Source: an optimization exercise on an open RTL-to-GDS flow (aim: small area, a short achievable clock period and few clock cycles per item). Production flows keep margins and buffers that such runs may drop. Function was not checked in any run shown here: the RTL went through the layout flow alone. Power figures rest on the tool's default switching activity, not on a simulated workload.

==> design/flow/flow/run.sh <==
#!/bin/bash
# Standard layout, with the smallest plain buffer on the ports.
set -euo pipefail
export BUFFER_PORTS_ARGS="-buffer_cell sky130_fd_sc_hd__buf_1"
bash standard.sh > standard.log 2>&1
==> design/flow/standard.sh <==
#!/bin/bash
# synth_recipe.tcl (not shown) runs the flow's synth.tcl, then flattens the netlist and writes it again
# the make line also repeats each setting of config.mk as NAME=value (left out here)
make -C /OpenROAD-flow-scripts/flow DESIGN_CONFIG=/design/flow/config.mk WORK_HOME=/design/flow/orfs CLKGATE_MAP_FILE= SYNTH_SCRIPT=/design/flow/synth_recipe.tcl "${@:-finish}"
==> design/flow/config.mk <==
export PLATFORM = sky130hd
export DESIGN_NAME = conv1d_top
export DESIGN_NICKNAME = conv1d_top
export VERILOG_FILES = /design/flow/design.v
export SDC_FILE = /design/flow/constraint.sdc
export NUM_CORES = 4
export LEC_CHECK = 0
export CAP_MARGIN = 20
export CORE_MARGIN = 2
export CORE_UTILIZATION = 40
export SETUP_SLACK_MARGIN = 4.5
export SLEW_MARGIN = 20
export SYNTH_HIERARCHICAL = 1
export SYNTH_MINIMUM_KEEP_SIZE = 0
==> design/flow/constraint.sdc <==
create_clock -name core_clock -period 8.0 [get_ports {clk}]
set_input_delay 1.6000 -clock core_clock [delete_from_list [all_inputs] [get_ports {clk}]]
set_output_delay 1.6000 -clock core_clock [all_outputs]
set_load 0.01 [all_outputs]
==> design/flow/design.v <==
package conv1d_pkg;
  localparam int ADDR_W   = 7;
  localparam int DATA_W   = 32;
  localparam int SAMPLE_W = 8;
  localparam int NUM_TAPS = 4;
  localparam int COUNT_W  = 7;
  localparam int SUM_W    = 18;
  localparam logic [7:0] REG_CTRL   = 8'h00;
  localparam logic [7:0] REG_STATUS = 8'h04;
  localparam logic [7:0] REG_TAPS   = 8'h08;
  localparam logic [7:0] REG_SRC    = 8'h0C;
  localparam logic [7:0] REG_DST    = 8'h10;
  localparam logic [7:0] REG_COUNT  = 8'h14;
endpackage
module conv1d_fa (
  input  logic a,
  input  logic b,
  input  logic c,
  output logic s,
  output logic co
);
  assign s  = a ^ b ^ c;
  assign co = (a & b) | (a & c) | (b & c);
endmodule
module conv1d_datapath (
  input  logic [7:0]    xa_i,
  input  logic [7:0]    ta_i,
  input  logic [7:0]    xb_i,
  input  logic [7:0]    tb_i,
  input  logic [17:0]   fs_n_i,
  input  logic [17:0]   fc_n_i,
  output logic [17:0]   s_n_o,
  output logic [17:0]   c_n_o
);
  logic [7:0][7:0] ppa, ppb;
  always_comb begin
    for (int i = 0; i < 8; i++) begin
      for (int k = 0; k < 8; k++) begin
        ppa[i][k] = ~(xa_i[i] & ta_i[k]);
        ppb[i][k] = ~(xb_i[i] & tb_i[k]);
      end
    end
  end
  logic s0, c0, s1, c1, s2, c2, s3, c3;
  logic s4, c4, s5, c5, s6, c6, s7, c7;
  logic s8, c8, s9, c9, s10, c10, s11, c11;
  logic s12, c12, s13, c13, s14, c14, s15, c15;
  logic s16, c16, s17, c17, s18, c18, s19, c19;
  logic s20, c20, s21, c21, s22, c22, s23, c23;
  logic s24, c24, s25, c25, s26, c26, s27, c27;
  logic s28, c28, s29, c29, s30, c30, s31, c31;
  logic s32, c32, s33, c33, s34, c34, s35, c35;
  logic s36, c36, s37, c37, s38, c38, s39, c39;
  logic s40, c40, s41, c41, s42, c42, s43, c43;
  logic s44, c44, s45, c45, s46, c46, s47, c47;
  logic s48, c48, s49, c49, s50, c50, s51, c51;
  logic s52, c52, s53, c53, s54, c54, s55, c55;
  logic s56, c56, s57, c57, s58, c58, s59, c59;
  logic s60, c60, s61, c61, s62, c62, s63, c63;
  logic s64, c64, s65, c65, s66, c66, s67, c67;
  logic s68, c68, s69, c69, s70, c70, s71, c71;
  logic s72, c72, s73, c73, s74, c74, s75, c75;
  logic s76, c76, s77, c77, s78, c78, s79, c79;
  logic s80, c80, s81, c81, s82, c82, s83, c83;
  logic s84, c84, s85, c85, s86, c86, s87, c87;
  logic s88, c88, s89, c89, s90, c90, s91, c91;
  logic s92, c92, s93, c93, s94, c94, s95, c95;
  logic s96, c96, s97, c97, s98, c98, s99, c99;
  logic s100, c100, s101, c101, s102, c102, s103, c103;
  logic s104, c104, s105, c105, s106, c106, s107, c107;
  logic s108, c108, s109, c109, s110, c110, s111, c111;
  logic s112, c112, s113, c113, s114, c114, s115, c115;
  logic s116, c116, s117, c117, s118, c118, s119, c119;
  logic s120, c120, s121, c121, s122, c122, s123, c123;
  logic s124, c124, s125, c125, s126, c126, s127, c127;
  logic s128, c128, s129, c129, s130, c130, s131, c131;
  logic s132, c132, s133, c133, s134, c134, s135, c135;
  logic s136, c136;
  conv1d_fa u_fa1 (.a(fs_n_i[5]), .b(fc_n_i[5]), .c(ppa[0][5]), .s(s0), .co(c0));
  conv1d_fa u_fa2 (.a(fs_n_i[6]), .b(fc_n_i[6]), .c(ppa[0][6]), .s(s1), .co(c1));
  conv1d_fa u_fa3 (.a(ppb[0][6]), .b(ppa[1][5]), .c(ppb[1][5]), .s(s2), .co(c2));
  conv1d_fa u_fa4 (.a(fs_n_i[7]), .b(fc_n_i[7]), .c(ppa[0][7]), .s(s3), .co(c3));
  conv1d_fa u_fa5 (.a(ppb[0][7]), .b(ppa[1][6]), .c(ppb[1][6]), .s(s4), .co(c4));
  conv1d_fa u_fa6 (.a(ppa[2][5]), .b(ppb[2][5]), .c(ppa[3][4]), .s(s5), .co(c5));
  conv1d_fa u_fa7 (.a(ppb[3][4]), .b(ppa[4][3]), .c(ppb[4][3]), .s(s6), .co(c6));
  conv1d_fa u_fa8 (.a(fs_n_i[8]), .b(fc_n_i[8]), .c(ppa[1][7]), .s(s7), .co(c7));
  conv1d_fa u_fa9 (.a(ppb[1][7]), .b(ppa[2][6]), .c(ppb[2][6]), .s(s8), .co(c8));
  conv1d_fa u_fa10 (.a(ppa[3][5]), .b(ppb[3][5]), .c(ppa[4][4]), .s(s9), .co(c9));
  conv1d_fa u_fa11 (.a(ppb[4][4]), .b(ppa[5][3]), .c(ppb[5][3]), .s(s10), .co(c10));
  conv1d_fa u_fa12 (.a(fs_n_i[9]), .b(fc_n_i[9]), .c(ppa[2][7]), .s(s11), .co(c11));
  conv1d_fa u_fa13 (.a(ppb[2][7]), .b(ppa[3][6]), .c(ppb[3][6]), .s(s12), .co(c12));
  conv1d_fa u_fa14 (.a(ppa[4][5]), .b(ppb[4][5]), .c(ppa[5][4]), .s(s13), .co(c13));
  conv1d_fa u_fa15 (.a(fs_n_i[10]), .b(fc_n_i[10]), .c(ppa[3][7]), .s(s14), .co(c14));
  conv1d_fa u_fa16 (.a(fs_n_i[3]), .b(fc_n_i[3]), .c(ppa[0][3]), .s(s15), .co(c15));
  conv1d_fa u_fa17 (.a(fs_n_i[4]), .b(fc_n_i[4]), .c(ppa[0][4]), .s(s16), .co(c16));
  conv1d_fa u_fa18 (.a(ppb[0][4]), .b(ppa[1][3]), .c(ppb[1][3]), .s(s17), .co(c17));
  conv1d_fa u_fa19 (.a(ppb[0][5]), .b(ppa[1][4]), .c(ppb[1][4]), .s(s18), .co(c18));
  conv1d_fa u_fa20 (.a(ppa[2][3]), .b(ppb[2][3]), .c(ppa[3][2]), .s(s19), .co(c19));
  conv1d_fa u_fa21 (.a(ppb[3][2]), .b(ppa[4][1]), .c(ppb[4][1]), .s(s20), .co(c20));
  conv1d_fa u_fa22 (.a(ppa[2][4]), .b(ppb[2][4]), .c(ppa[3][3]), .s(s21), .co(c21));
  conv1d_fa u_fa23 (.a(ppb[3][3]), .b(ppa[4][2]), .c(ppb[4][2]), .s(s22), .co(c22));
  conv1d_fa u_fa24 (.a(ppa[5][1]), .b(ppb[5][1]), .c(ppa[6][0]), .s(s23), .co(c23));
  conv1d_fa u_fa25 (.a(ppb[6][0]), .b(c0), .c(s1), .s(s24), .co(c24));
  conv1d_fa u_fa26 (.a(ppa[5][2]), .b(ppb[5][2]), .c(ppa[6][1]), .s(s25), .co(c25));
  conv1d_fa u_fa27 (.a(ppb[6][1]), .b(ppa[7][0]), .c(ppb[7][0]), .s(s26), .co(c26));
  conv1d_fa u_fa28 (.a(c1), .b(c2), .c(s3), .s(s27), .co(c27));
  conv1d_fa u_fa29 (.a(s4), .b(s5), .c(s6), .s(s28), .co(c28));
  conv1d_fa u_fa30 (.a(ppa[6][2]), .b(ppb[6][2]), .c(ppa[7][1]), .s(s29), .co(c29));
  conv1d_fa u_fa31 (.a(ppb[7][1]), .b(c3), .c(c4), .s(s30), .co(c30));
  conv1d_fa u_fa32 (.a(c5), .b(c6), .c(s7), .s(s31), .co(c31));
  conv1d_fa u_fa33 (.a(s8), .b(s9), .c(s10), .s(s32), .co(c32));
  conv1d_fa u_fa34 (.a(ppb[5][4]), .b(ppa[6][3]), .c(ppb[6][3]), .s(s33), .co(c33));
  conv1d_fa u_fa35 (.a(ppa[7][2]), .b(ppb[7][2]), .c(c7), .s(s34), .co(c34));
  conv1d_fa u_fa36 (.a(c8), .b(c9), .c(c10), .s(s35), .co(c35));
  conv1d_fa u_fa37 (.a(s11), .b(s12), .c(s13), .s(s36), .co(c36));
  conv1d_fa u_fa38 (.a(ppb[3][7]), .b(ppa[4][6]), .c(ppb[4][6]), .s(s37), .co(c37));
  conv1d_fa u_fa39 (.a(ppa[5][5]), .b(ppb[5][5]), .c(ppa[6][4]), .s(s38), .co(c38));
  conv1d_fa u_fa40 (.a(ppb[6][4]), .b(ppa[7][3]), .c(ppb[7][3]), .s(s39), .co(c39));
  conv1d_fa u_fa41 (.a(c11), .b(c12), .c(c13), .s(s40), .co(c40));
  conv1d_fa u_fa42 (.a(fs_n_i[11]), .b(fc_n_i[11]), .c(ppa[4][7]), .s(s41), .co(c41));
  conv1d_fa u_fa43 (.a(ppb[4][7]), .b(ppa[5][6]), .c(ppb[5][6]), .s(s42), .co(c42));
  conv1d_fa u_fa44 (.a(ppa[6][5]), .b(ppb[6][5]), .c(ppa[7][4]), .s(s43), .co(c43));
  conv1d_fa u_fa45 (.a(fs_n_i[12]), .b(fc_n_i[12]), .c(ppa[5][7]), .s(s44), .co(c44));
  conv1d_fa u_fa46 (.a(fs_n_i[2]), .b(fc_n_i[2]), .c(ppa[0][2]), .s(s45), .co(c45));
  conv1d_fa u_fa47 (.a(ppb[0][3]), .b(ppa[1][2]), .c(ppb[1][2]), .s(s46), .co(c46));
  conv1d_fa u_fa48 (.a(ppa[2][1]), .b(ppb[2][1]), .c(ppa[3][0]), .s(s47), .co(c47));
  conv1d_fa u_fa49 (.a(ppa[2][2]), .b(ppb[2][2]), .c(ppa[3][1]), .s(s48), .co(c48));
  conv1d_fa u_fa50 (.a(ppb[3][1]), .b(ppa[4][0]), .c(ppb[4][0]), .s(s49), .co(c49));
  conv1d_fa u_fa51 (.a(c15), .b(s16), .c(s17), .s(s50), .co(c50));
  conv1d_fa u_fa52 (.a(ppa[5][0]), .b(ppb[5][0]), .c(c16), .s(s51), .co(c51));
  conv1d_fa u_fa53 (.a(c17), .b(s18), .c(s19), .s(s52), .co(c52));
  conv1d_fa u_fa54 (.a(s20), .b(s0), .c(1'b1), .s(s53), .co(c53));
  conv1d_fa u_fa55 (.a(c18), .b(c19), .c(c20), .s(s54), .co(c54));
  conv1d_fa u_fa56 (.a(s21), .b(s22), .c(s23), .s(s55), .co(c55));
  conv1d_fa u_fa57 (.a(s2), .b(s24), .c(1'b1), .s(s56), .co(c56));
  conv1d_fa u_fa58 (.a(c21), .b(c22), .c(c23), .s(s57), .co(c57));
  conv1d_fa u_fa59 (.a(s25), .b(s26), .c(c24), .s(s58), .co(c58));
  conv1d_fa u_fa60 (.a(s27), .b(s28), .c(1'b1), .s(s59), .co(c59));
  conv1d_fa u_fa61 (.a(c25), .b(c26), .c(s29), .s(s60), .co(c60));
  conv1d_fa u_fa62 (.a(c27), .b(c28), .c(s30), .s(s61), .co(c61));
  conv1d_fa u_fa63 (.a(s31), .b(s32), .c(1'b1), .s(s62), .co(c62));
  conv1d_fa u_fa64 (.a(c29), .b(s33), .c(c30), .s(s63), .co(c63));
  conv1d_fa u_fa65 (.a(c31), .b(c32), .c(s34), .s(s64), .co(c64));
  conv1d_fa u_fa66 (.a(s35), .b(s36), .c(1'b1), .s(s65), .co(c65));
  conv1d_fa u_fa67 (.a(c33), .b(s37), .c(s38), .s(s66), .co(c66));
  conv1d_fa u_fa68 (.a(s39), .b(s14), .c(c34), .s(s67), .co(c67));
  conv1d_fa u_fa69 (.a(c35), .b(c36), .c(s40), .s(s68), .co(c68));
  conv1d_fa u_fa70 (.a(ppb[7][4]), .b(c37), .c(c38), .s(s69), .co(c69));
  conv1d_fa u_fa71 (.a(c39), .b(c14), .c(s41), .s(s70), .co(c70));
  conv1d_fa u_fa72 (.a(s42), .b(s43), .c(c40), .s(s71), .co(c71));
  conv1d_fa u_fa73 (.a(ppb[5][7]), .b(ppa[6][6]), .c(ppb[6][6]), .s(s72), .co(c72));
  conv1d_fa u_fa74 (.a(ppa[7][5]), .b(ppb[7][5]), .c(c41), .s(s73), .co(c73));
  conv1d_fa u_fa75 (.a(c42), .b(c43), .c(s44), .s(s74), .co(c74));
  conv1d_fa u_fa76 (.a(fs_n_i[13]), .b(fc_n_i[13]), .c(ppa[6][7]), .s(s75), .co(c75));
  conv1d_fa u_fa77 (.a(ppb[6][7]), .b(ppa[7][6]), .c(ppb[7][6]), .s(s76), .co(c76));
  conv1d_fa u_fa78 (.a(fs_n_i[1]), .b(fc_n_i[1]), .c(ppa[0][1]), .s(s77), .co(c77));
  conv1d_fa u_fa79 (.a(ppb[0][2]), .b(ppa[1][1]), .c(ppb[1][1]), .s(s78), .co(c78));
  conv1d_fa u_fa80 (.a(ppa[2][0]), .b(ppb[2][0]), .c(s45), .s(s79), .co(c79));
  conv1d_fa u_fa81 (.a(ppb[3][0]), .b(c45), .c(s46), .s(s80), .co(c80));
  conv1d_fa u_fa82 (.a(s47), .b(s15), .c(1'b1), .s(s81), .co(c81));
  conv1d_fa u_fa83 (.a(c46), .b(c47), .c(s48), .s(s82), .co(c82));
  conv1d_fa u_fa84 (.a(s49), .b(s50), .c(1'b1), .s(s83), .co(c83));
  conv1d_fa u_fa85 (.a(c48), .b(c49), .c(c50), .s(s84), .co(c84));
  conv1d_fa u_fa86 (.a(s51), .b(s52), .c(s53), .s(s85), .co(c85));
  conv1d_fa u_fa87 (.a(c51), .b(c52), .c(c53), .s(s86), .co(c86));
  conv1d_fa u_fa88 (.a(s54), .b(s55), .c(s56), .s(s87), .co(c87));
  conv1d_fa u_fa89 (.a(c54), .b(c55), .c(s57), .s(s88), .co(c88));
  conv1d_fa u_fa90 (.a(c56), .b(s58), .c(s59), .s(s89), .co(c89));
  conv1d_fa u_fa91 (.a(c57), .b(s60), .c(c58), .s(s90), .co(c90));
  conv1d_fa u_fa92 (.a(c59), .b(s61), .c(s62), .s(s91), .co(c91));
  conv1d_fa u_fa93 (.a(c60), .b(c61), .c(s63), .s(s92), .co(c92));
  conv1d_fa u_fa94 (.a(c62), .b(s64), .c(s65), .s(s93), .co(c93));
  conv1d_fa u_fa95 (.a(s66), .b(c63), .c(c64), .s(s94), .co(c94));
  conv1d_fa u_fa96 (.a(s67), .b(c65), .c(s68), .s(s95), .co(c95));
  conv1d_fa u_fa97 (.a(c66), .b(s69), .c(s70), .s(s96), .co(c96));
  conv1d_fa u_fa98 (.a(c67), .b(c68), .c(s71), .s(s97), .co(c97));
  conv1d_fa u_fa99 (.a(s72), .b(c69), .c(c70), .s(s98), .co(c98));
  conv1d_fa u_fa100 (.a(s73), .b(s74), .c(c71), .s(s99), .co(c99));
  conv1d_fa u_fa101 (.a(c72), .b(c44), .c(s75), .s(s100), .co(c100));
  conv1d_fa u_fa102 (.a(s76), .b(c73), .c(c74), .s(s101), .co(c101));
  conv1d_fa u_fa103 (.a(fs_n_i[14]), .b(fc_n_i[14]), .c(ppa[7][7]), .s(s102), .co(c102));
  conv1d_fa u_fa104 (.a(ppb[7][7]), .b(c75), .c(c76), .s(s103), .co(c103));
  conv1d_fa u_fa105 (.a(fs_n_i[0]), .b(fc_n_i[0]), .c(ppa[0][0]), .s(s104), .co(c104));
  conv1d_fa u_fa106 (.a(ppb[0][1]), .b(ppa[1][0]), .c(ppb[1][0]), .s(s105), .co(c105));
  conv1d_fa u_fa107 (.a(c77), .b(s78), .c(s79), .s(s106), .co(c106));
  conv1d_fa u_fa108 (.a(c78), .b(c79), .c(s80), .s(s107), .co(c107));
  conv1d_fa u_fa109 (.a(c80), .b(c81), .c(s82), .s(s108), .co(c108));
  conv1d_fa u_fa110 (.a(c82), .b(c83), .c(s84), .s(s109), .co(c109));
  conv1d_fa u_fa111 (.a(c84), .b(c85), .c(s86), .s(s110), .co(c110));
  conv1d_fa u_fa112 (.a(c86), .b(s88), .c(c87), .s(s111), .co(c111));
  conv1d_fa u_fa113 (.a(c88), .b(s90), .c(c89), .s(s112), .co(c112));
  conv1d_fa u_fa114 (.a(c90), .b(s92), .c(c91), .s(s113), .co(c113));
  conv1d_fa u_fa115 (.a(c92), .b(s94), .c(c93), .s(s114), .co(c114));
  conv1d_fa u_fa116 (.a(s96), .b(c94), .c(c95), .s(s115), .co(c115));
  conv1d_fa u_fa117 (.a(c96), .b(s98), .c(c97), .s(s116), .co(c116));
  conv1d_fa u_fa118 (.a(s100), .b(c98), .c(s101), .s(s117), .co(c117));
  conv1d_fa u_fa119 (.a(s102), .b(c100), .c(s103), .s(s118), .co(c118));
  conv1d_fa u_fa120 (.a(fs_n_i[15]), .b(fc_n_i[15]), .c(c102), .s(s119), .co(c119));
  conv1d_fa u_fa121 (.a(c104), .b(s105), .c(s77), .s(s120), .co(c120));
  conv1d_fa u_fa122 (.a(c105), .b(s106), .c(1'b1), .s(s121), .co(c121));
  conv1d_fa u_fa123 (.a(s81), .b(c106), .c(s107), .s(s122), .co(c122));
  conv1d_fa u_fa124 (.a(c107), .b(s108), .c(s83), .s(s123), .co(c123));
  conv1d_fa u_fa125 (.a(c108), .b(s85), .c(s109), .s(s124), .co(c124));
  conv1d_fa u_fa126 (.a(c109), .b(s110), .c(s87), .s(s125), .co(c125));
  conv1d_fa u_fa127 (.a(c110), .b(s89), .c(s111), .s(s126), .co(c126));
  conv1d_fa u_fa128 (.a(s91), .b(c111), .c(s112), .s(s127), .co(c127));
  conv1d_fa u_fa129 (.a(s93), .b(c112), .c(s113), .s(s128), .co(c128));
  conv1d_fa u_fa130 (.a(s95), .b(c113), .c(s114), .s(s129), .co(c129));
  conv1d_fa u_fa131 (.a(s97), .b(c114), .c(s115), .s(s130), .co(c130));
  conv1d_fa u_fa132 (.a(s99), .b(c115), .c(s116), .s(s131), .co(c131));
  conv1d_fa u_fa133 (.a(c99), .b(s117), .c(c116), .s(s132), .co(c132));
  conv1d_fa u_fa134 (.a(c101), .b(s118), .c(c117), .s(s133), .co(c133));
  conv1d_fa u_fa135 (.a(c103), .b(s119), .c(c118), .s(s134), .co(c134));
  conv1d_fa u_fa136 (.a(fs_n_i[16]), .b(fc_n_i[16]), .c(c119), .s(s135), .co(c135));
  conv1d_fa u_fa137 (.a(fs_n_i[17]), .b(fc_n_i[17]), .c(1'b1), .s(s136), .co(c136));
  assign s_n_o[0] = ppb[0][0];
  assign c_n_o[0] = s104;
  assign s_n_o[1] = s120;
  assign c_n_o[1] = 1'b1;
  assign s_n_o[2] = c120;
  assign c_n_o[2] = s121;
  assign s_n_o[3] = c121;
  assign c_n_o[3] = s122;
  assign s_n_o[4] = c122;
  assign c_n_o[4] = s123;
  assign s_n_o[5] = c123;
  assign c_n_o[5] = s124;
  assign s_n_o[6] = c124;
  assign c_n_o[6] = s125;
  assign s_n_o[7] = c125;
  assign c_n_o[7] = s126;
  assign s_n_o[8] = c126;
  assign c_n_o[8] = s127;
  assign s_n_o[9] = c127;
  assign c_n_o[9] = s128;
  assign s_n_o[10] = c128;
  assign c_n_o[10] = s129;
  assign s_n_o[11] = c129;
  assign c_n_o[11] = s130;
  assign s_n_o[12] = c130;
  assign c_n_o[12] = s131;
  assign s_n_o[13] = c131;
  assign c_n_o[13] = s132;
  assign s_n_o[14] = s133;
  assign c_n_o[14] = c132;
  assign s_n_o[15] = s134;
  assign c_n_o[15] = c133;
  assign s_n_o[16] = s135;
  assign c_n_o[16] = c134;
  assign s_n_o[17] = s136;
  assign c_n_o[17] = c135;
endmodule
`timescale 1ns/1ps
module conv1d_top (
  input  logic        clk,
  input  logic        rst_n,
  input  logic        psel_i,
  input  logic        penable_i,
  input  logic        pwrite_i,
  input  logic [7:0]  paddr_i,
  input  logic [31:0] pwdata_i,
  output logic [31:0] prdata_o,
  output logic        pready_o,
  output logic        pslverr_o,
  output logic        mem_req_o,
  output logic        mem_we_o,
  output logic [6:0]  mem_addr_o,
  output logic [31:0] mem_wdata_o,
  input  logic [31:0] mem_rdata_i,
  output logic        done_o
);
  localparam int SW = conv1d_pkg::SUM_W;
  logic sel_ctrl_q, sel_stat_q, sel_taps_q, sel_src_q, sel_dst_q, sel_cnt_q, bad_q;
  always_ff @(posedge clk) begin
    sel_ctrl_q <= (paddr_i == conv1d_pkg::REG_CTRL);
    sel_stat_q <= (paddr_i == conv1d_pkg::REG_STATUS);
    sel_taps_q <= (paddr_i == conv1d_pkg::REG_TAPS);
    sel_src_q  <= (paddr_i == conv1d_pkg::REG_SRC);
    sel_dst_q  <= (paddr_i == conv1d_pkg::REG_DST);
    sel_cnt_q  <= (paddr_i == conv1d_pkg::REG_COUNT);
    bad_q      <= !(paddr_i == conv1d_pkg::REG_CTRL  || paddr_i == conv1d_pkg::REG_STATUS ||
                    paddr_i == conv1d_pkg::REG_TAPS  || paddr_i == conv1d_pkg::REG_SRC ||
                    paddr_i == conv1d_pkg::REG_DST   || paddr_i == conv1d_pkg::REG_COUNT);
  end
  logic wr;
  assign wr        = psel_i & penable_i & pwrite_i;
  assign pready_o  = 1'b1;
  assign pslverr_o = bad_q;
  logic [31:0] taps_q;
  logic [6:0]  src_q, dst_q, cnt_q;
  always_ff @(posedge clk or posedge rst_n) begin
    if (rst_n) begin
      taps_q <= '0;
      src_q  <= '0;
      dst_q  <= '0;
      cnt_q  <= '0;
    end else begin
      if (wr && sel_taps_q) taps_q <= pwdata_i;
      if (wr && sel_src_q)  src_q  <= pwdata_i[6:0];
      if (wr && sel_dst_q)  dst_q  <= pwdata_i[6:0];
      if (wr && sel_cnt_q)  cnt_q  <= pwdata_i[6:0];
    end
  end
  logic       run_q;      
  logic       done_q;
  logic       req_q, we_q;
  logic       ph_q;       
  logic [1:0] fs_q;       
  logic [6:0] wl_q;       
  logic [6:0] rdp_q, wrp_q;
  logic       rv_q;       
  logic start, setup_start, load;
  logic spec_q;           
  assign start       = wr & sel_ctrl_q & pwdata_i[0] & ~run_q;
  assign setup_start = psel_i & ~penable_i & pwrite_i & (paddr_i == conv1d_pkg::REG_CTRL) &
                       pwdata_i[0] & ~run_q & (cnt_q != '0);
  assign load        = setup_start | (start & ~spec_q);
  logic       rd_now, wr_now;
  logic [6:0] wl_d;
  assign rd_now = req_q & ~we_q;
  assign wr_now = req_q & we_q;
  assign wl_d   = wl_q - {6'd0, wr_now};
  logic nx_rd, nx_wr, last;
  always_comb begin
    nx_rd = 1'b0;
    nx_wr = 1'b0;
    last  = 1'b0;
    if (run_q || (start && spec_q)) begin
      if (!ph_q) begin
        nx_rd = fs_q[1] || (wl_d > ((fs_q == 2'd1) ? 7'd1 : 7'd2));
      end else if (fs_q == 2'd3) begin
        nx_rd = 1'b1;
      end else if (fs_q == 2'd0) begin
        nx_wr = 1'b1;
        last  = (wl_q == 7'd1);
      end
    end
  end
  always_ff @(posedge clk or posedge rst_n) begin
    if (rst_n) begin
      run_q  <= 1'b0;
      done_q <= 1'b0;
      req_q  <= 1'b0;
      spec_q <= 1'b0;
    end else begin
      spec_q <= setup_start;
      if (start) begin
        run_q  <= (cnt_q != '0);
        done_q <= (cnt_q == '0);
      end else if (last) begin
        run_q  <= 1'b0;
        done_q <= 1'b1;
      end
      if (load) begin
        req_q <= (cnt_q != '0);
      end else begin
        req_q <= nx_rd | nx_wr;
      end
    end
  end
  always_ff @(posedge clk) ph_q <= ph_d;
  always_ff @(posedge clk) begin
    rv_q <= rd_now;
    if (load) begin
      we_q  <= 1'b0;
      fs_q  <= 2'd3;
      wl_q  <= cnt_q;
      rdp_q <= src_q;
      wrp_q <= dst_q;
    end else begin
      we_q <= nx_wr;
      if (ph_q && fs_q != 2'd0) fs_q <= fs_q - 2'd1;
      wl_q <= wl_d;
      if (rd_now) rdp_q <= rdp_q + 7'd1;
      if (wr_now) wrp_q <= wrp_q + 7'd1;
    end
  end
  assign mem_req_o  = req_q;
  assign mem_we_o   = we_q;
  assign mem_addr_o = we_q ? wrp_q : rdp_q;
  logic [7:0]    xa_q, xb_q, xc_q;
  logic [SW-1:0] acc_q;
  always_ff @(posedge clk) begin
    if (rv_q) begin
      xb_q <= mem_rdata_i[7:0];
      xc_q <= xb_q;
      xa_q <= xc_q;
    end
  end
  logic          ph_d;
  logic [7:0]    ta_q, tb_q;
  assign ph_d = load ? 1'b0 : ~ph_q;
  always_ff @(posedge clk) begin
    ta_q <= ph_d ? taps_q[15:8]  : taps_q[7:0];
    tb_q <= ph_d ? taps_q[31:24] : taps_q[23:16];
  end
  logic [SW-1:0] s_n_q, c_n_q, s_n_d, c_n_d;
  conv1d_datapath u_dp (
    .xa_i   (xa_q),
    .ta_i   (ta_q),
    .xb_i   (xb_q),
    .tb_i   (tb_q),
    .fs_n_i (s_n_q | {SW{~ph_q}}),
    .fc_n_i (c_n_q | {SW{~ph_q}}),
    .s_n_o  (s_n_d),
    .c_n_o  (c_n_d)
  );
  always_ff @(posedge clk) begin
    s_n_q <= s_n_d;
    c_n_q <= c_n_d;
  end
  logic [SW-1:0] res_q;
  always_ff @(posedge clk) begin
    if (!ph_q) res_q <= ~(s_n_q + c_n_q + SW'(1));
  end
  assign mem_wdata_o = {{(32-SW){1'b0}}, res_q};
  always_comb begin
    prdata_o = '0;
    prdata_o |= {32{sel_taps_q}} & taps_q;
    prdata_o[6:0] |= ({7{sel_src_q}} & src_q) | ({7{sel_dst_q}} & dst_q) | ({7{sel_cnt_q}} & cnt_q);
    prdata_o[1:0] |= {2{sel_stat_q}} & {done_q, run_q};
  end
  assign done_o = done_q;
endmodule
==> flow_metrics.py, run 1 <==
metrics = {
    "placement": {
        "post-place-ws_ns": 3.614,
        "place_area_mm2": 0.01201,
        "gp_congestion": 0.8943,
        "hpwl_mm": 18.80,
        "io_buffer_count": 113,
        "placedCellCount": 1396,
    },
    "cells_and_area": {
        "antennaDiodeCount": 0,
        "final_area_mm2": 0.01311,
        "final_cells": 1465,
        "num-nets-final": 1310,
        "fin_util_pct": 45.43,
        "drive_above_1_share_pct": 20.35,
        "fillCellCount": 2681,
        "syn_to_final_growth_pct": 11.25,
        "seqCellArea_mm2": 0.004558,
        "multiInputGateArea_mm2": 0.006601,
    },
    "flow_run": {
        "drv_cap": 0,
    },
    "route": {
        "ant_nets": 0,
        "drt_pass1_iterations": 5,
        "drt_drc_violations_left": 0,
        "vias_per_cell": 4.982,
        "post_drt_wl_per_cell_um": 17.95,
        "drtIter0Drc": 384,
        "wl_mm": 26.30,
        "vias": 7298,
    },
    "worst_setup_path": {
        "critical_path_arrival_ns": 3.98,
        "cp-start-kind": "flip-flop",
        "end_kind": "flip-flop",
        "crit_type": "reg2reg",
        "critPathMaxFanout": 4,
        "critPathRequiredTime_ns": 8.32,
    },
    "clock_network": {
        "tritoncts": "yes",
        "root_buffer": "clkbuf_16",
        "holdBufCountCts": 0,
        "insertion_delay_ns": 0.44,
        "cts_buffers": 17,
        "cts_buffer_depth": 2,
        "clkSlewWorstSetupHoldPaths_ns": 0.07,
        "clock-sinks": 184,
        "h-tree-depth": 4,
    },
    "sta": {
        "worst_slack_ns": 4.340,
        "finalCritPeriodShare_pct": 45.75,
        "maxSlewViolCount": 0,
        "relSlewSlack_pct": 38.55,
        "fmax_ghz": 0.2733,
        "setup_tns_ns": 0,
        "fin_worst_skew_ns": 0.01305,
        "rsz0062_at_grt": "true",
        "hold_violations": 0,
        "setup_violations": 0,
        "min_period_ns": 3.660,
        "worst_pin_slew_ns": 0.9207,
    },
    "floorplan": {
        "num_io_pins": 153,
        "die_y_um": 175.6,
        "initial_core_util_pct": 40.84,
        "core_mm2": 0.02886,
        "rows": 62,
        "die-area_mm2": 0.03085,
        "die_w_um": 175.6,
    },
    "yosys": {
        "synth.yosys.seq_area_share_pct": 38.43,
        "synth_top_area_share_pct": 23.44,
        "async_flop_share_pct": 30.98,
        "ys.flop_type": "dfxtp_1",
        "syn_avg_cell_area_um2": 12.01,
        "synth_seq_cells": 184,
        "ys_types": 60,
        "yosys.area.top_type": "fa_1",
        "synth_edf_count": 56,
        "synth_area_mm2": 0.01179,
        "syn_inst": 981,
        "synth_area_leaders": "fa_1, edfxtp_1, dfrtp_1",
        "synth_warnings": 8,
    },
    "power_and_ir_drop": {
        "power_density_mw_per_mm2": 171.7,
        "peakVddDrop_v": 0.0001499,
        "p_leak_uw": 0.004576,
    },
    "global_routing": {
        "grt_max_degree": 58,
        "grt_usage_pct": 17.82,
        "grt_pass1_wl_mm": 42.39,
        "overflow": 0,
        "first_global_vias": 7794,
        "antenna_found_initial": 0,
    },
    "min_path": {
        "hold_class": "reg2reg",
    },
    "run_status": {
        "outcome": "complete, no violations",
    },
}
## stage by stage
step / hold WS (ns) / total power [uW]
after floorplan: 0.4003 / 1384
after global placement: 0.4005 / 1426
after global routing: 0.4226 / 2370
after detailed placement: 0.4062 / 1432
after CTS: 0.4251 / 2279
final: 0.4248 / 2251
## power by group
part | switching (uW) | leakage, uW | internal (uW) | total, uW
clock | 415 | 0.000289 | 422 | 837
combinational | 202 | 0.00240 | 161 | 363
sequential | 28.5 | 0.00189 | 1020 | 1050
## flip-flops by register name, summed over array words and instances, names as in the netlist, 8 cells and up
name,cells
taps_q,32
c_n_q,18
res_q,18
s_n_q,18
ta_q,8
tb_q,8
xa_q,8
xb_q,8
xc_q,8
## path summary, 6_finish.rpt
path,from,end,slack (ns),cells past startpoint
setup / recovery,xa_q[1],c_n_q[8],4.34,7
hold / removal,xc_q[6],xa_q[6],0.42,0
setup reg to reg,xa_q[1],c_n_q[8],4.34,7
hold reg to reg,xc_q[6],xa_q[6],0.42,0
max in group asynchronous,rst_n,run_q,6.17,3
min in group asynchronous,rst_n,taps_q[19],1.32,3
## final cells by class
| class | instances | share of cell area, % |
|---|---|---|
| clock inverter | 15 | 1.336 |
| sequential | 184 | 34.76 |
| tap | 384 | 3.664 |
| inverter | 14 | 0.4008 |
| multi-input combinational | 700 | 50.35 |
| timing repair buffer | 151 | 6.241 |
| clock buffer | 17 | 3.245 |
## layer usage
layer | global-route usage, % | up-vias | share of wire [%]
met1 | 24.80 | 3648 | 46
li1 | - | 3357 | -
met5 | 0 | - | 0
met4 | 5.820 | 0 | 2.0
met2 | 27.49 | 257 | 46
met3 | 4.372 | 36 | 6.3
## Yosys stat by module, one instance, submodules excluded
module | times used | cells inside | flops+latches
conv1d_top | 1 | 647 | 184
conv1d_datapath | 1 | 197 | 0
conv1d_fa | 137 | 1 | 0
## layout by cell type (no fill, tap or decap), drive strengths merged, types with 28 or more instances in the layout
| cell | n |
|---|---|
| nand2 | 162 |
| and2 | 31 |
| dfxtp | 71 |
| nand2b | 38 |
| a21oi | 28 |
| mux2 | 78 |
| fa | 138 |
| nor2 | 42 |
| dfrtp | 57 |
| buf | 151 |
| edfxtp | 56 |
## kinds of logic (layout without fill, tap and decap cells)
group	Yosys count	after routing	share of synthesized area, %
other	3	25	0.09554
multiplexers	80	80	7.910
flip-flops	184	184	38.43
AND/OR/NAND/NOR	315	317	12.67
XOR/XNOR	29	29	2.155
AO/OA/AOI/OAI	84	84	4.693
buffers and inverters	121	197	7.740
adder cells (fa/ha/maj)	165	165	26.31
## timing repair
item | in CTS | in global routing
setup buffers | 26 | 7
resized for setup | 33 | 21
setup endpoints to repair | 67 | 55
gates cloned | 4 | 0
pin swaps | 15 | 14
## Yosys cell counts (2+ instances only)
library cell / count
nand2_1: 161
fa_1: 138
dfxtp_1: 71
mux2_2: 69
dfrtp_1: 57
edfxtp_1: 56
buf_4: 51
nor2_1: 42
nand2b_1: 38
buf_6: 34
a21oi_1: 28
and2_1: 28
ha_1: 27
clkbuf_1: 18
xor2_1: 16
inv_1: 14
a22oi_1: 13
xnor2_1: 13
o21ai_0: 10
mux2_4: 9
nand3_1: 9
o21a_1: 9
nor2b_1: 7
a21o_1: 5
nor3_1: 5
a31oi_1: 4
and3_1: 4
buf_1: 3
conb_1: 3
nor4_1: 3
a222oi_1: 2
a41oi_1: 2
and4_1: 2
mux2i_1: 2
nand4_1: 2
nor3b_1: 2
## worst max-delay path, cell delays in order (launching register included)
cell and delay [ns]:
edfxtp_1 0.51, nand2_1 0.12, fa_1 0.51, fa_2 0.61, fa_2 0.44, fa_2 0.36, fa_2 0.55, fa_2 0.44
==> run 2: changes to the inputs <==
--- a/design/flow/config.mk
+++ b/design/flow/config.mk
@@ -9,5 +9,5 @@
 export CORE_MARGIN = 2
 export CORE_UTILIZATION = 40
-export SETUP_SLACK_MARGIN = 4.5
+export SETUP_SLACK_MARGIN = 4.2
 export SLEW_MARGIN = 20
 export SYNTH_HIERARCHICAL = 1
==> run 2 against run 1 <==
  * Clock power grew 0.6%
  * Critical endpoint is now c_n_q[10]
  * Via count shrank 2.8%
  * Clock skew grew 0.0018 ns
  * Largest power group unchanged
  * Global-route usage shrank 0.90 points
  * Die area is the same
  * Total power shrank 0.28%
  * Highest routed layer unchanged
==> flow_metrics.py, run 2 <==
metrics = {
    "yosys": {
        "synth_warnings": 8,
        "syn_inst": 981,
        "synth_top_area_share_pct": 23.44,
        "synth_area_leaders": "fa_1, edfxtp_1, dfrtp_1",
        "synth_area_mm2": 0.01179,
        "syn_avg_cell_area_um2": 12.01,
        "yosys.area.top_type": "fa_1",
        "synth.most_common_cell": "nand2_1",
        "ys.flop_type": "dfxtp_1",
        "synth_seq_cells": 184,
        "synth.yosys.seq_area_share_pct": 38.43,
        "ys_types": 60,
        "synth_edf_count": 56,
        "synthTopCellsByCount": "nand2_1, fa_1, dfxtp_1",
        "async_flop_share_pct": 30.98,
    },
    "power_and_ir_drop": {
        "seqPwrFrac_pct": 46.9,
        "p_leak_uw": 0.004439,
        "pwr-share-comb_pct": 15.6,
        "peakVddDrop_v": 0.0001513,
        "p_sw_share_pct": 27.50,
        "p_int_uw": 1628,
        "clockPowerShare_pct": 37.5,
        "power_density_mw_per_mm2": 175.9,
        "switchingPower_uw": 617.3,
        "power_uw": 2245,
    },
    "global_routing": {
        "grt_usage_pct": 16.92,
        "first_global_vias": 7526,
        "overflow": 0,
        "grt_max_degree": 58,
        "grt_pass1_wl_mm": 40.67,
        "antenna_found_initial": 0,
    },
    "worst_setup_path": {
        "worstRegToRegCells": 7,
        "reg2reg_to": "c_n_q[10]",
        "critical_path_arrival_ns": 4.05,
        "crit_path_top_delay_cell": "edfxtp_1",
        "cp_slowest_stage_delay_ns": 0.58,
        "critPathMaxFanout": 8,
        "critPathMostFrequentCell": "fa_1",
        "cp.buffers_inverters": 0,
        "critPathRequiredTime_ns": 8.32,
        "end_kind": "flip-flop",
        "cp_top_family": "adder cells",
        "path_cells": "nand2_1 > fa_1 > fa_1 > fa_1 > fa_1 > fa_1 > fa_1",
        "crit_type": "reg2reg",
        "cp-start-kind": "flip-flop",
        "r2r-start": "xa_q[4]",
        "reg2reg_slack_ns": 4.27,
    },
    "min_path": {
        "worst_hold_path.endpoint": "xa_q[7]",
        "min_from": "xc_q[7]",
        "hold_class": "reg2reg",
        "hold_path_depth": 0,
    },
    "route": {
        "drtIter0Drc": 313,
        "drt_pass1_iterations": 5,
        "ant_nets": 0,
        "wl_mm": 24.63,
        "drt_drc_violations_left": 0,
        "vias": 7091,
        "vias_per_cell": 4.890,
        "post_drt_wl_per_cell_um": 16.99,
    },
    "floorplan": {
        "initial_core_util_pct": 40.84,
        "core_mm2": 0.02886,
        "die_y_um": 175.6,
        "die-area_mm2": 0.03085,
        "die_w_um": 175.6,
        "rows": 62,
        "num_io_pins": 153,
    },
    "cells_and_area": {
        "num-nets-final": 1295,
        "layout_commonest_cell": "nand2_1",
        "largest-register": "taps_q",
        "syn_to_final_growth_pct": 8.291,
        "final_cell_mix": "nand2_1, fa_1, buf_1, mux2_2, dfxtp_1",
        "antennaDiodeCount": 0,
        "largest_reg_flops": 32,
        "drive_above_1_share_pct": 14.35,
    },
    "sta": {
        "setup_violations": 0,
        "rsz0062_at_grt": "true",
        "finalCritPeriodShare_pct": 46.63,
        "worst_pin_slew_ns": 0.9961,
        "maxSlewViolCount": 0,
        "hold_violations": 0,
        "setup_tns_ns": 0,
        "min_period_ns": 3.731,
        "fmax_ghz": 0.2681,
        "fin_worst_skew_ns": 0.01485,
        "holdWs_ns": 0.4216,
        "relSlewSlack_pct": 33.50,
    },
    "run_status": {
        "outcome": "complete, no violations",
    },
    "flow_run": {
        "drv_cap": 0,
    },
    "clock_network": {
        "cts_buffer_depth": 2,
        "h-tree-depth": 4,
        "clock-sinks": 184,
        "tritoncts": "yes",
        "insertion_delay_ns": 0.44,
        "clkSlewWorstSetupHoldPaths_ns": 0.07,
        "root_buffer": "clkbuf_16",
        "cts_buffers": 17,
        "holdBufCountCts": 0,
    },
    "placement": {
        "hpwl_mm": 18.54,
        "io_buffer_count": 113,
        "gp_congestion": 0.8960,
    },
}
-- run 2: cell counts after synthesis --
No cell type changed its count.
-- run 2: what timing repair did --
item                       CTS  global route
setup endpoints to repair   18            27
pin swaps                    0             1
resized for setup            5             9
cloned                       1             0
setup buffers                0            20
-- run 2: cells by family after synthesis --
| logic type | after synthesis | synth area share, % |
|---|---|---|
| AO/OA/AOI/OAI | 84 | 4.693 |
| XOR/XNOR | 29 | 2.155 |
| adder cells (fa/ha/maj) | 165 | 26.31 |
| buffers and inverters | 121 | 7.740 |
| flip-flops | 184 | 38.43 |
| multiplexers | 80 | 7.910 |
| other | 3 | 0.09554 |
| AND/OR/NAND/NOR | 315 | 12.67 |
-- run 2: worst max-delay path by stage --
stage / to / depth (start not counted) / slack [ns] / from
final: c_n_q[10] / 7 / 4.27 / xa_q[4]
after CTS: c_n_q[10] / 8 / 4.21 / ph_q
after floorplan: ta_q[5] / 9 / 4.11 / paddr_i[7]
after global placement: wrp_q[5] / 7 / 3.65 / paddr_i[7]
after global routing: c_n_q[10] / 7 / 4.16 / ta_q[4]
after detailed placement: wrp_q[5] / 7 / 3.60 / paddr_i[7]
-- run 2: metrics by stage --
stage,instances,cell area (um^2),util [%],worst slack [ns]
after CTS,1430,12590,43.64,4.210
final,1450,12760,44.22,4.269
after detailed placement,1397,11950,41.41,3.597
after global routing,1450,12760,44.22,4.163
after floorplan,1003,11880,-,4.107
after global placement,1397,11950,41.41,3.647
-- run 2: Yosys stat by module, one instance, submodules excluded --
module	cells inside	area, um^2
conv1d_fa	1	20.02
conv1d_top	647	7925
conv1d_datapath	197	1117
-- run 2: power groups by stage --
stage / combinational [uW] / sequential (uW) / clock, uW
finish: 351 / 1050 / 842
global route: 403 / 1060 / 903
CTS: 355 / 1050 / 868
detailed placement: 353 / 1070 / 0
global placement: 343 / 1080 / 0
floorplan: 297 / 1080 / 0
-- run 2: routing by layer --
layer / GRT usage (%) / routed length, um / share of wire [%] / vias up
met5: 0 / 0 / 0 / -
met4: 4.890 / 300 / 1.2 / 0
met3: 4.134 / 1479 / 6.0 / 18
met2: 25.33 / 11000 / 45 / 200
met1: 24.49 / 11850 / 48 / 3558
li1: - / - / - / 3315
-- run 2: area by class of cell --
cell class,instances,area [um^2]
clock buffers,18,439.2
clock inverters,14,155.1
well taps,384,480.5
multi-input cells,698,6437
repair buffers,138,654.4
fillers,2737,16100
flip-flops and latches,184,4543
inverters,14,52.55
-- run 2: worst register-to-register path: stages, from the launching register on --
cell      delay [ns]
edfxtp_1        0.58
nand2_1         0.14
fa_1            0.58
fa_1            0.44
fa_1            0.52
fa_1            0.41
fa_1            0.55
fa_1            0.41
==> run 3: changes to the inputs <==
--- a/design/flow/config.mk
+++ b/design/flow/config.mk
@@ -9,5 +9,5 @@
 export CORE_MARGIN = 2
 export CORE_UTILIZATION = 40
-export SETUP_SLACK_MARGIN = 4.2
+export SETUP_SLACK_MARGIN = 3.8
 export SLEW_MARGIN = 20
 export SYNTH_HIERARCHICAL = 1
==> run 3 against run 2 <==
  * Still clean
  * Via count fell by 0.73%
  * Clock skew barely moved
  * Total power rose by 2.0%
  * Die area did not move
  * Final cell count fell by 1.4%
  * Combinational power rose by 1%
  * Hold slack improved by 0.0015 ns
  * Cell area fell by 1.5%
==> flow_metrics.py, run 3 <==
metrics = {
    "cells_and_area": {
        "fillCellCount": 2774,
        "syn_to_final_growth_pct": 6.689,
        "largest-register": "taps_q",
        "final_cell_mix": "nand2_1, fa_1, buf_1, dfxtp_1, mux2_2",
        "drive_above_1_share_pct": 11.67,
        "num-nets-final": 1274,
        "antennaDiodeCount": 0,
        "largest_reg_flops": 32,
        "layout_commonest_cell": "nand2_1",
    },
    "route": {
        "vias": 7039,
        "vias_per_cell": 4.926,
        "drt_pass1_iterations": 4,
        "post_drt_wl_per_cell_um": 17.25,
        "wl_mm": 24.65,
        "ant_nets": 0,
        "drtIter0Drc": 348,
        "drt_drc_violations_left": 0,
    },
    "yosys": {
        "synth_area_leaders": "fa_1, edfxtp_1, dfrtp_1",
        "synth_warnings": 8,
        "async_flop_share_pct": 30.98,
        "synthTopCellsByCount": "nand2_1, fa_1, dfxtp_1",
        "synth_top_area_share_pct": 23.44,
        "syn_inst": 981,
        "synth.most_common_cell": "nand2_1",
        "synth.yosys.seq_area_share_pct": 38.43,
        "synth_area_mm2": 0.01179,
        "ys.flop_type": "dfxtp_1",
        "synth_seq_cells": 184,
        "yosys.area.top_type": "fa_1",
        "synth_edf_count": 56,
        "syn_avg_cell_area_um2": 12.01,
        "ys_types": 60,
    },
    "placement": {
        "hpwl_mm": 18.78,
        "gp_congestion": 0.8801,
        "io_buffer_count": 113,
    },
    "global_routing": {
        "grt_max_degree": 58,
        "grt_usage_pct": 17.04,
        "overflow": 0,
        "first_global_vias": 7651,
        "antenna_found_initial": 0,
        "grt_pass1_wl_mm": 40.92,
    },
    "clock_network": {
        "clkSlewWorstSetupHoldPaths_ns": 0.07,
        "insertion_delay_ns": 0.45,
        "cts_buffers": 17,
        "cts_setup_buffers": 0,
        "cts.repair.resized": 0,
        "holdBufCountCts": 0,
        "cts_buffer_depth": 2,
        "clock-sinks": 184,
        "tritoncts": "yes",
        "h-tree-depth": 4,
        "root_buffer": "clkbuf_16",
    },
    "worst_setup_path": {
        "end_kind": "flip-flop",
        "cp-start-kind": "input pin",
        "cp_slowest_stage_delay_ns": 0.55,
        "crit_path_top_delay_cell": "or4_4",
        "cp.buffers_inverters": 2,
        "cp_top_family": "simple AND/OR/NAND/NOR gates",
        "critPathRequiredTime_ns": 8.10,
        "critical_path_arrival_ns": 4.11,
        "crit_type": "in2reg",
        "path_cells": "buf_1 > or4_4 > nor4b_4 > or4b_1 > o21a_1 > buf_4 > nand2b_1",
        "critPathMaxFanout": 27,
    },
    "floorplan": {
        "core_mm2": 0.02886,
        "rows": 62,
        "die_y_um": 175.6,
        "initial_core_util_pct": 40.84,
        "die-area_mm2": 0.03085,
        "num_io_pins": 153,
        "die_w_um": 175.6,
    },
    "sta": {
        "setup_tns_ns": 0,
        "maxSlewViolCount": 0,
        "hold_violations": 0,
        "fin_worst_skew_ns": 0.01502,
        "finalCritPeriodShare_pct": 50.09,
        "relSlewSlack_pct": 32.37,
        "fmax_ghz": 0.2496,
        "rsz0062_at_grt": "false",
        "min_period_ns": 4.007,
        "setup_violations": 0,
        "worst_pin_slew_ns": 1.013,
    },
    "power_and_ir_drop": {
        "power_density_mw_per_mm2": 182.0,
        "peakVddDrop_v": 0.0001470,
        "power_uw": 2289,
        "p_leak_uw": 0.004322,
    },
    "run_status": {
        "outcome": "complete, no violations",
    },
    "flow_run": {
        "drv_cap": 0,
    },
    "min_path": {
        "hold_class": "reg2reg",
    },
}
[run 3: worst paths after layout]
kind	cells after the start	from	slack (ns)	endpoint
worst min register to register	0	xc_q[1]	0.42	xa_q[1]
worst max register to register	8	ph_q	4.01	c_n_q[10]
min in group asynchronous	3	rst_n	1.33	taps_q[19]
max in group asynchronous	3	rst_n	6.15	done_q
worst max-delay path	7	paddr_i[7]	3.99	rdp_q[0]
worst min-delay path	0	xc_q[1]	0.42	xa_q[1]
[run 3: modules after synthesis (local to each module, per instance)]
| module | cells inside | flops+latches | cell area [um^2] |
|---|---|---|---|
| conv1d_datapath | 197 | 0 | 1117 |
| conv1d_fa | 1 | 0 | 20.02 |
| conv1d_top | 647 | 184 | 7925 |
[run 3: metal layers]
| metal | global-route usage, % | up-vias | part of all wire, % |
|---|---|---|---|
| met1 | 24.29 | 3515 | 48 |
| met4 | 5.303 | 0 | 1.6 |
| met5 | 0 | - | 0 |
| li1 | - | 3280 | - |
| met2 | 25.79 | 216 | 44 |
| met3 | 4.134 | 28 | 6.3 |
[run 3: through the flow]
stage / worst slack (ns) / cells / utilization [%] / hold WS (ns) / cell area, um^2
floorplan: 3.947 / 1003 / - / 0.4003 / 11870
detailed placement: 3.533 / 1397 / 41.38 / 0.4045 / 11940
finish: 3.993 / 1429 / 43.57 / 0.4231 / 12570
CTS: 3.983 / 1429 / 43.57 / 0.4211 / 12570
global route: 3.812 / 1429 / 43.57 / 0.4232 / 12570
global placement: 3.588 / 1397 / 41.38 / 0.4009 / 11940
[run 3: cell families after synthesis]
family	after synthesis	share of synthesized area, %
AND/OR/NAND/NOR	315	12.67
flip-flops	184	38.43
adder cells (fa/ha/maj)	165	26.31
buffers and inverters	121	7.740
AO/OA/AOI/OAI	84	4.693
multiplexers	80	7.910
XOR/XNOR	29	2.155
other	3	0.09554
[run 3: layout make-up]
class / count / area (um^2) / area share (%)
multi-input cells: 698 / 6426 / 51.11
flip-flops and latches: 184 / 4531 / 36.03
well taps: 384 / 480.5 / 3.821
repair buffers: 117 / 454.2 / 3.612
clock buffers: 18 / 450.4 / 3.582
clock inverters: 14 / 178.9 / 1.423
inverters: 14 / 52.55 / 0.4180
[run 3: worst reg2reg max path: cells and delay by family (launching register included)]
family / cells / cell delay [ns]
buf+inv: 1 / 0.37
flops: 1 / 0.38
fa+ha+maj: 6 / 2.96
simple gates: 1 / 0.15
[run 3: where the power goes]
part | total, uW | leakage, uW | switching [uW] | internal, uW
sequential | 1050 | 0.00188 | 27.3 | 1020
combinational | 355 | 0.00213 | 202 | 153
clock | 883 | 0.000310 | 414 | 469
total | 2290 | 0.00432 | 643 | 1650
==> run 4: changes to the inputs <==
==> design/flow/run.sh (new file) <==
#!/bin/bash
# synth_recipe.tcl (not shown) runs the flow's synth.tcl, then flattens the netlist and writes it again
# the make line also repeats each setting of config.mk as NAME=value (left out here)
make -C /OpenROAD-flow-scripts/flow DESIGN_CONFIG=/design/flow/config.mk WORK_HOME=/design/flow/orfs CLKGATE_MAP_FILE= SYNTH_SCRIPT=/design/flow/synth_recipe.tcl finish
--- a/design/flow/config.mk
+++ b/design/flow/config.mk
@@ -9,5 +9,5 @@
 export CORE_MARGIN = 2
 export CORE_UTILIZATION = 40
-export SETUP_SLACK_MARGIN = 3.8
+export SETUP_SLACK_MARGIN = 4.5
 export SLEW_MARGIN = 20
 export SYNTH_HIERARCHICAL = 1
removed: design/flow/flow/run.sh
removed: design/flow/standard.sh
==> run 4 against run 3 <==
  * Still clean on timing, DRC and antenna
  * First-iteration DRC count rose by 22%
  * Hold slack got worse by 0.0052 ns
  * Critical path depth rose by 1
  * Final cell count rose by 2.7%
  * Worst setup slack improved by 0.39 ns
  * Die area did not move
  * Clock skew fell by 0.0032 ns
  * Register-to-register slack improved by 0.38 ns
  * Via count rose by 2.9%
  * Sequential power barely moved
  * Clock power fell by 5.9%
  * Largest cell class unchanged
  * Highest routed layer unchanged
==> flow_metrics.py, run 4 <==
metrics = {
    "yosys": {
        "ys_types": 60,
        "synth.yosys.seq_area_share_pct": 38.43,
        "synth_edf_count": 56,
        "syn_avg_cell_area_um2": 12.01,
        "synth_area_mm2": 0.01179,
        "yosys.area.top_type": "fa_1",
        "synthTopCellsByCount": "nand2_1, fa_1, dfxtp_1",
        "synth_top_area_share_pct": 23.44,
        "synth_warnings": 8,
        "async_flop_share_pct": 30.98,
        "synth_area_leaders": "fa_1, edfxtp_1, dfrtp_1",
        "ys.flop_type": "dfxtp_1",
        "synth.most_common_cell": "nand2_1",
        "synth_seq_cells": 184,
        "syn_inst": 981,
    },
    "worst_setup_path": {
        "critPathMaxFanout": 4,
        "crit_path_top_delay_cell": "fa_2",
        "end_kind": "flip-flop",
        "cp-start-kind": "flip-flop",
        "path_cells": "buf_6 > nand2_1 > fa_1 > fa_1 > fa_2 > fa_2 > fa_2 > fa_1",
        "critical_path_arrival_ns": 3.91,
        "crit_type": "reg2reg",
        "cp_slowest_stage_delay_ns": 0.54,
        "critPathRequiredTime_ns": 8.30,
    },
    "global_routing": {
        "grt_usage_pct": 18.04,
        "grt_pass1_wl_mm": 42.61,
        "grt_max_degree": 58,
        "overflow": 0,
        "antenna_found_initial": 0,
        "first_global_vias": 7735,
    },
    "cells_and_area": {
        "largest-register": "taps_q",
        "layout_commonest_cell": "nand2_1",
        "final_cell_mix": "nand2_1, fa_1, clkdlybuf4s50_1, mux2_2, dfxtp_1",
        "largest_reg_flops": 32,
        "syn_to_final_growth_pct": 17.56,
        "final_area_mm2": 0.01385,
        "num-nets-final": 1312,
        "antennaDiodeCount": 0,
        "drive_above_1_share_pct": 20.50,
        "fin_util_pct": 48.01,
        "fillCellCount": 2645,
    },
    "sta": {
        "worst_pin_slew_ns": 1.036,
        "setup_tns_ns": 0,
        "fmax_ghz": 0.2768,
        "finalCritPeriodShare_pct": 45.16,
        "holdWs_ns": 0.4179,
        "fin_worst_skew_ns": 0.01185,
        "min_period_ns": 3.613,
        "setup_violations": 0,
        "hold_violations": 0,
        "rsz0062_at_grt": "true",
        "maxSlewViolCount": 0,
        "worst_slack_ns": 4.387,
        "relSlewSlack_pct": 30.85,
    },
    "clock_network": {
        "insertion_delay_ns": 0.45,
        "clkSlewWorstSetupHoldPaths_ns": 0.07,
        "cts_buffers": 17,
        "tritoncts": "yes",
        "h-tree-depth": 4,
        "root_buffer": "clkbuf_16",
        "cts_buffer_depth": 2,
        "holdBufCountCts": 0,
        "clock-sinks": 184,
    },
    "floorplan": {
        "rows": 62,
        "core_mm2": 0.02886,
        "die-area_mm2": 0.03085,
        "num_io_pins": 153,
        "die_w_um": 175.6,
        "die_y_um": 175.6,
        "initial_core_util_pct": 40.84,
    },
    "route": {
        "drtIter0Drc": 426,
        "vias": 7241,
        "drt_pass1_iterations": 6,
        "vias_per_cell": 4.936,
        "ant_nets": 0,
        "wl_mm": 26.35,
        "post_drt_wl_per_cell_um": 17.96,
        "drt_drc_violations_left": 0,
    },
    "placement": {
        "place_area_mm2": 0.01272,
        "post-place-ws_ns": 3.281,
        "io_buffer_count": 113,
        "gp_congestion": 0.8650,
        "hpwl_mm": 18.60,
    },
    "run_status": {
        "outcome": "complete, no violations",
    },
    "power_and_ir_drop": {
        "peakVddDrop_v": 0.0001435,
        "power_density_mw_per_mm2": 166.1,
        "p_leak_uw": 0.004967,
    },
    "min_path": {
        "hold_class": "reg2reg",
    },
    "flow_run": {
        "drv_cap": 0,
    },
}
run 4: final timing paths:
check | start | to | slack [ns] | depth (start not counted)
max | xa_q[4] | c_n_q[8] | 4.39 | 8
min | xc_q[0] | xa_q[0] | 0.42 | 0
max reg2reg | xa_q[4] | c_n_q[8] | 4.39 | 8
min reg2reg | xc_q[0] | xa_q[0] | 0.42 | 0
max in group asynchronous | rst_n | done_q | 5.80 | 3
min in group asynchronous | rst_n | taps_q[27] | 1.68 | 3
run 4: repair_timing:
action | in CTS | in global routing
gates resized for setup | 54 | 24
setup buffers | 32 | 3
pin swaps | 15 | 16
setup endpoints to repair | 112 | 45
cloned | 4 | 0
run 4: metal layers:
metal	track usage, %	vias to the layer above	share of wire, %
li1	-	3355	-
met1	25.11	3614	46
met2	27.54	241	45
met3	4.545	31	6.8
met4	6.267	0	2.0
met5	0	-	0
run 4: cell families after synthesis:
kind of cell,count (synthesis),synth area share (%)
muxes,80,7.910
other,3,0.09554
adders and majority gates,165,26.31
buffers and inverters,121,7.740
and+or+nand+nor,315,12.67
AOI/OAI and AO/OA,84,4.693
DFF,184,38.43
xor gates and xnor gates,29,2.155
run 4: worst max-delay path, delay by kind of cell (launching register included):
kind          cells  cell delay (ns)
flops             1             0.48
buf+inv           1             0.18
simple gates      1             0.07
fa+ha+maj         6             2.75
run 4: cell type report:
| cell class | count | area, um^2 | area share, % |
|---|---|---|---|
| Clock buffer | 17 | 425.4 | 3.071 |
| Clock inverter | 15 | 163.9 | 1.183 |
| Inverter | 14 | 52.55 | 0.3793 |
| Multi-Input combinational cell | 700 | 6623 | 47.80 |
| Sequential cell | 184 | 4558 | 32.90 |
| Tap cell | 384 | 480.5 | 3.468 |
| Timing Repair Buffer | 153 | 1551 | 11.20 |
run 4: modules after synthesis, one instance, submodules excluded:
module	copies in the design	cells
conv1d_fa	137	1
conv1d_top	1	647
conv1d_datapath	1	197
run 4: power breakdown:
part           internal (uW)  switching, uW  total [uW]
clock                    418            413         831
sequential              1020           27.7        1050
combinational            217            203         420
run 4: per-stage QoR:
step                      total power, uW  cells
final                                2301   1467
after global placement               1480   1396
after CTS                            2329   1464
after floorplan                      1384   1003
after global routing                 2416   1467
after detailed placement             1489   1396
==> run 5: changes to the inputs <==
--- a/design/flow/design.v
+++ b/design/flow/design.v
@@ -359,4 +359,6 @@
     end
   end
+  logic ph_d;
+  assign ph_d = load ? 1'b0 : ~ph_q;
   always_ff @(posedge clk) ph_q <= ph_d;
   always_ff @(posedge clk) begin
@@ -381,17 +383,20 @@
   logic [7:0]    xa_q, xb_q, xc_q;
   logic [SW-1:0] acc_q;
-  always_ff @(posedge clk) begin
-    if (rv_q) begin
+  always_ff @(posedge clk or posedge rst_n) begin
+    if (rst_n) begin
+      xa_q <= '0;
+      xb_q <= '0;
+    end else if (rv_q) begin
       xb_q <= mem_rdata_i[7:0];
-      xc_q <= xb_q;
       xa_q <= xc_q;
     end
   end
-  logic          ph_d;
+  always_ff @(posedge clk) begin
+    if (rv_q) xc_q <= xb_q;
+  end
   logic [7:0]    ta_q, tb_q;
-  assign ph_d = load ? 1'b0 : ~ph_q;
   always_ff @(posedge clk) begin
-    ta_q <= ph_d ? taps_q[15:8]  : taps_q[7:0];
-    tb_q <= ph_d ? taps_q[31:24] : taps_q[23:16];
+    ta_q <= ph_q ? taps_q[7:0]   : taps_q[15:8];
+    tb_q <= ph_q ? taps_q[23:16] : taps_q[31:24];
   end
   logic [SW-1:0] s_n_q, c_n_q, s_n_d, c_n_d;
==> design/flow/flow/run.sh (new file) <==
#!/bin/bash
# Standard layout, with the smallest plain buffer on the ports.
set -euo pipefail
export BUFFER_PORTS_ARGS="-buffer_cell sky130_fd_sc_hd__buf_1"
bash standard.sh > standard.log 2>&1
==> design/flow/standard.sh (new file) <==
#!/bin/bash
# synth_recipe.tcl (not shown) runs the flow's synth.tcl, then flattens the netlist and writes it again
# the make line also repeats each setting of config.mk as NAME=value (left out here)
make -C /OpenROAD-flow-scripts/flow DESIGN_CONFIG=/design/flow/config.mk WORK_HOME=/design/flow/orfs CLKGATE_MAP_FILE= SYNTH_SCRIPT=/design/flow/synth_recipe.tcl "${@:-finish}"
--- a/design/flow/config.mk
+++ b/design/flow/config.mk
@@ -9,4 +9,7 @@
 export CORE_MARGIN = 2
 export CORE_UTILIZATION = 40
+export CTS_BUF_LIST = sky130_fd_sc_hd__clkbuf_4 sky130_fd_sc_hd__clkbuf_8
+export CTS_CLUSTER_DIAMETER = 60
+export CTS_CLUSTER_SIZE = 30
 export SETUP_SLACK_MARGIN = 4.5
 export SLEW_MARGIN = 20
removed: design/flow/run.sh
==> run 5 against run 4 <==
  * Hold slack better by 0.053 ns
  * Sequential cell count unchanged
  * Via count grew 2.6%
  * Sequential power fell by 4%
  * Total power down 20%
  * Core utilization fell by 4.3 points
  * Worst setup slack better by 0.12 ns
  * Non-clock buffer count shrank 5
==> flow_metrics.py, run 5 <==
metrics = {
    "run_status": {
        "outcome": "complete, no violations",
    },
    "yosys": {
        "synth_adder_area_share_pct": 26.01,
        "synth_edf_count": 40,
        "synth_top_area_share_pct": 23.18,
        "synth_warnings": 8,
        "synth_compound_area_share_pct": 4.786,
        "synth_area_leaders": "fa_1, dfrtp_1, dfxtp_1",
        "syn_avg_cell_area_um2": 11.81,
        "synthSimpleGateAreaFrac_pct": 12.76,
        "async_flop_share_pct": 39.67,
        "yosys.area.top_type": "fa_1",
        "synth.yosys.seq_area_share_pct": 37.33,
        "ys.flop_type": "dfrtp_1",
        "syn_inst": 1009,
        "ys_types": 61,
        "synthTopCellsByCount": "nand2_1, fa_1, mux2_2",
        "synth.most_common_cell": "nand2_1",
        "synth_mux_area_share_pct": 9.111,
        "synth_seq_cells": 184,
        "synth_area_mm2": 0.01192,
        "synth_top_family_by_area": "adder cells",
        "synth_xor_xnor_area_share_pct": 2.057,
    },
    "cells_and_area": {
        "largest-register": "taps_q",
        "final_area_mm2": 0.01290,
        "layout_commonest_cell": "nand2_1",
        "num-nets-final": 1332,
        "syn_to_final_growth_pct": 8.208,
        "final_cells": 1493,
        "drive_above_1_share_pct": 19.67,
        "antennaDiodeCount": 0,
        "largest_reg_flops": 32,
        "final_cell_mix": "nand2_1, fa_1, buf_1, mux2_2, dfrtp_1",
    },
    "route": {
        "ant_nets": 0,
        "drt_drc_violations_left": 0,
        "wl_mm": 26.60,
        "drt_pass1_iterations": 4,
        "drtIter0Drc": 373,
        "met3_length_mm": 1.508,
        "vias": 7430,
        "wl_met2_mm": 11.95,
        "post_drt_wl_per_cell_um": 17.82,
        "vias_per_cell": 4.977,
        "maxUsedRoutingLayer": "met4",
        "route.layer.met1.wl_mm": 12.28,
    },
    "power_and_ir_drop": {
        "p_leak_uw": 0.004552,
        "power_density_mw_per_mm2": 143.5,
        "peakVddDrop_v": 0.0001225,
    },
    "worst_setup_path": {
        "crit_type": "reg2reg",
        "reg2reg_slack_ns": 4.51,
        "path_cells": "nand2_2 > fa_1 > fa_1 > fa_2 > fa_2 > fa_2 > fa_1",
        "critPathMaxFanout": 4,
        "critPathRequiredTime_ns": 8.36,
        "cp-start-kind": "flip-flop",
        "critical_path_arrival_ns": 3.85,
        "end_kind": "flip-flop",
        "r2r-start": "xa_q[5]",
        "reg2reg_to": "c_n_q[10]",
        "cp_slowest_stage_delay_ns": 0.58,
        "crit_path_top_delay_cell": "fa_1",
        "worstRegToRegCells": 7,
    },
    "clock_network": {
        "clkSlewWorstSetupHoldPaths_ns": 0.11,
        "tritoncts": "yes",
        "h-tree-depth": 4,
        "cts_buffer_depth": 2,
        "clock-sinks": 184,
        "cts_buffers": 17,
        "holdBufCountCts": 0,
        "insertion_delay_ns": 0.49,
        "root_buffer": "clkbuf_8",
    },
    "min_path": {
        "hold_path_depth": 1,
        "hold_class": "reg2reg",
        "worst_hold_path.endpoint": "xa_q[2]",
        "min_from": "xc_q[2]",
    },
    "sta": {
        "min_period_ns": 3.490,
        "rsz0062_at_grt": "true",
        "setup_tns_ns": 0,
        "hold_violations": 0,
        "holdWs_ns": 0.4714,
        "maxSlewViolCount": 0,
        "worst_slack_ns": 4.510,
        "setup_violations": 0,
        "relSlewSlack_pct": 33.73,
        "fmax_ghz": 0.2865,
        "finalCritPeriodShare_pct": 43.62,
        "fin_worst_skew_ns": 0.02176,
        "worst_pin_slew_ns": 0.9941,
    },
    "placement": {
        "gp_congestion": 0.8485,
        "hpwl_mm": 19.16,
        "place_area_mm2": 0.01212,
        "post-place-ws_ns": 3.945,
        "io_buffer_count": 113,
        "placedCellCount": 1431,
    },
    "floorplan": {
        "num_io_pins": 153,
        "core_mm2": 0.02948,
        "die_y_um": 176.6,
        "die-area_mm2": 0.03120,
        "rows": 63,
        "initial_core_util_pct": 40.43,
        "die_w_um": 176.6,
    },
    "global_routing": {
        "grt_usage_pct": 18.03,
        "overflow": 0,
        "first_global_vias": 7951,
        "grt_max_degree": 74,
        "grt_pass1_wl_mm": 43.17,
        "antenna_found_initial": 0,
    },
    "flow_run": {
        "drv_cap": 0,
    },
}
-- run 5: cell count changes in the layout (fill, tap and decap cells not counted), moves of 12 or more --
cell,delta
dfrtp_2,+12
clkbuf_8,+17
clkdlybuf4s50_1,-105
edfxtp_1,-16
buf_1,+113
fa_1,+12
clkbuf_16,-17
fa_2,-12
mux2_2,+24
-- run 5: modules after synthesis, one instance, submodules excluded --
module / copies in the design / flops+latches
conv1d_top: 1 / 184
conv1d_datapath: 1 / 0
conv1d_fa: 137 / 0
-- run 5: cell type report --
| cell class | count | area, um^2 |
|---|---|---|
| clock buffers | 17 | 234.0 |
| flip-flops and latches | 184 | 4508 |
| fillers | 2800 | 16580 |
| clock inverters | 15 | 182.7 |
| well taps | 390 | 488.0 |
| inverters | 18 | 68.82 |
| multi-input cells | 721 | 6685 |
| repair buffers | 148 | 732.0 |
-- run 5: worst max-delay path by stage --
| stage | startpoint | to | slack, ns | cells after the start |
|---|---|---|---|---|
| floorplan | paddr_i[7] | rdp_q[1] | 4.39 | 5 |
| global placement | paddr_i[7] | rdp_q[4] | 3.96 | 6 |
| detailed placement | paddr_i[7] | rdp_q[4] | 3.94 | 6 |
| CTS | ta_q[7] | c_n_q[9] | 4.50 | 7 |
| global route | ta_q[5] | c_n_q[8] | 4.42 | 7 |
| finish | xa_q[5] | c_n_q[10] | 4.51 | 7 |
-- run 5: repair_timing --
| action | 4_1_cts | 5_1_grt |
|---|---|---|
| pin swaps | 6 | 8 |
| gates resized for setup | 41 | 9 |
| endpoints found under the hold margin | 0 | 0 |
| endpoints found under the setup margin | 64 | 12 |
| buffers inserted | 27 | 3 |
-- run 5: metrics by stage --
stage | utilization [%] | power [uW]
after detailed placement | 41.12 | 1212
final | 43.75 | 1852
after global placement | 41.12 | 1206
after CTS | 43.58 | 1877
after floorplan | - | 1173
after global routing | 43.75 | 1941
-- run 5: critical path: cells and delay by family (launching register included) --
family / cells / cell delay [ns]
flip-flops: 1 / 0.46
AND/OR/NAND/NOR: 1 / 0.08
adder cells (fa/ha/maj): 6 / 2.83
-- run 5: report_power, final --
group,internal (uW),switching (uW)
clock network,267,395
logic,75.9,106
registers,987,20.8
total,1330,522
-- run 5: logic make-up (layout without fill, tap and decap cells) --
group	after synthesis	count (layout)
xor+xnor	28	28
mux	96	96
simple gates	323	323
compound gates	84	84
buf+inv	126	198
other cells	3	25
flops	184	184
fa+ha+maj	165	165
-- run 5: routing by layer --
metal | up-vias | global-route usage, %
met5 | - | 0
met4 | 0 | 7.438
met3 | 45 | 3.973
met2 | 241 | 27.75
met1 | 3709 | 24.75
li1 | 3435 | -
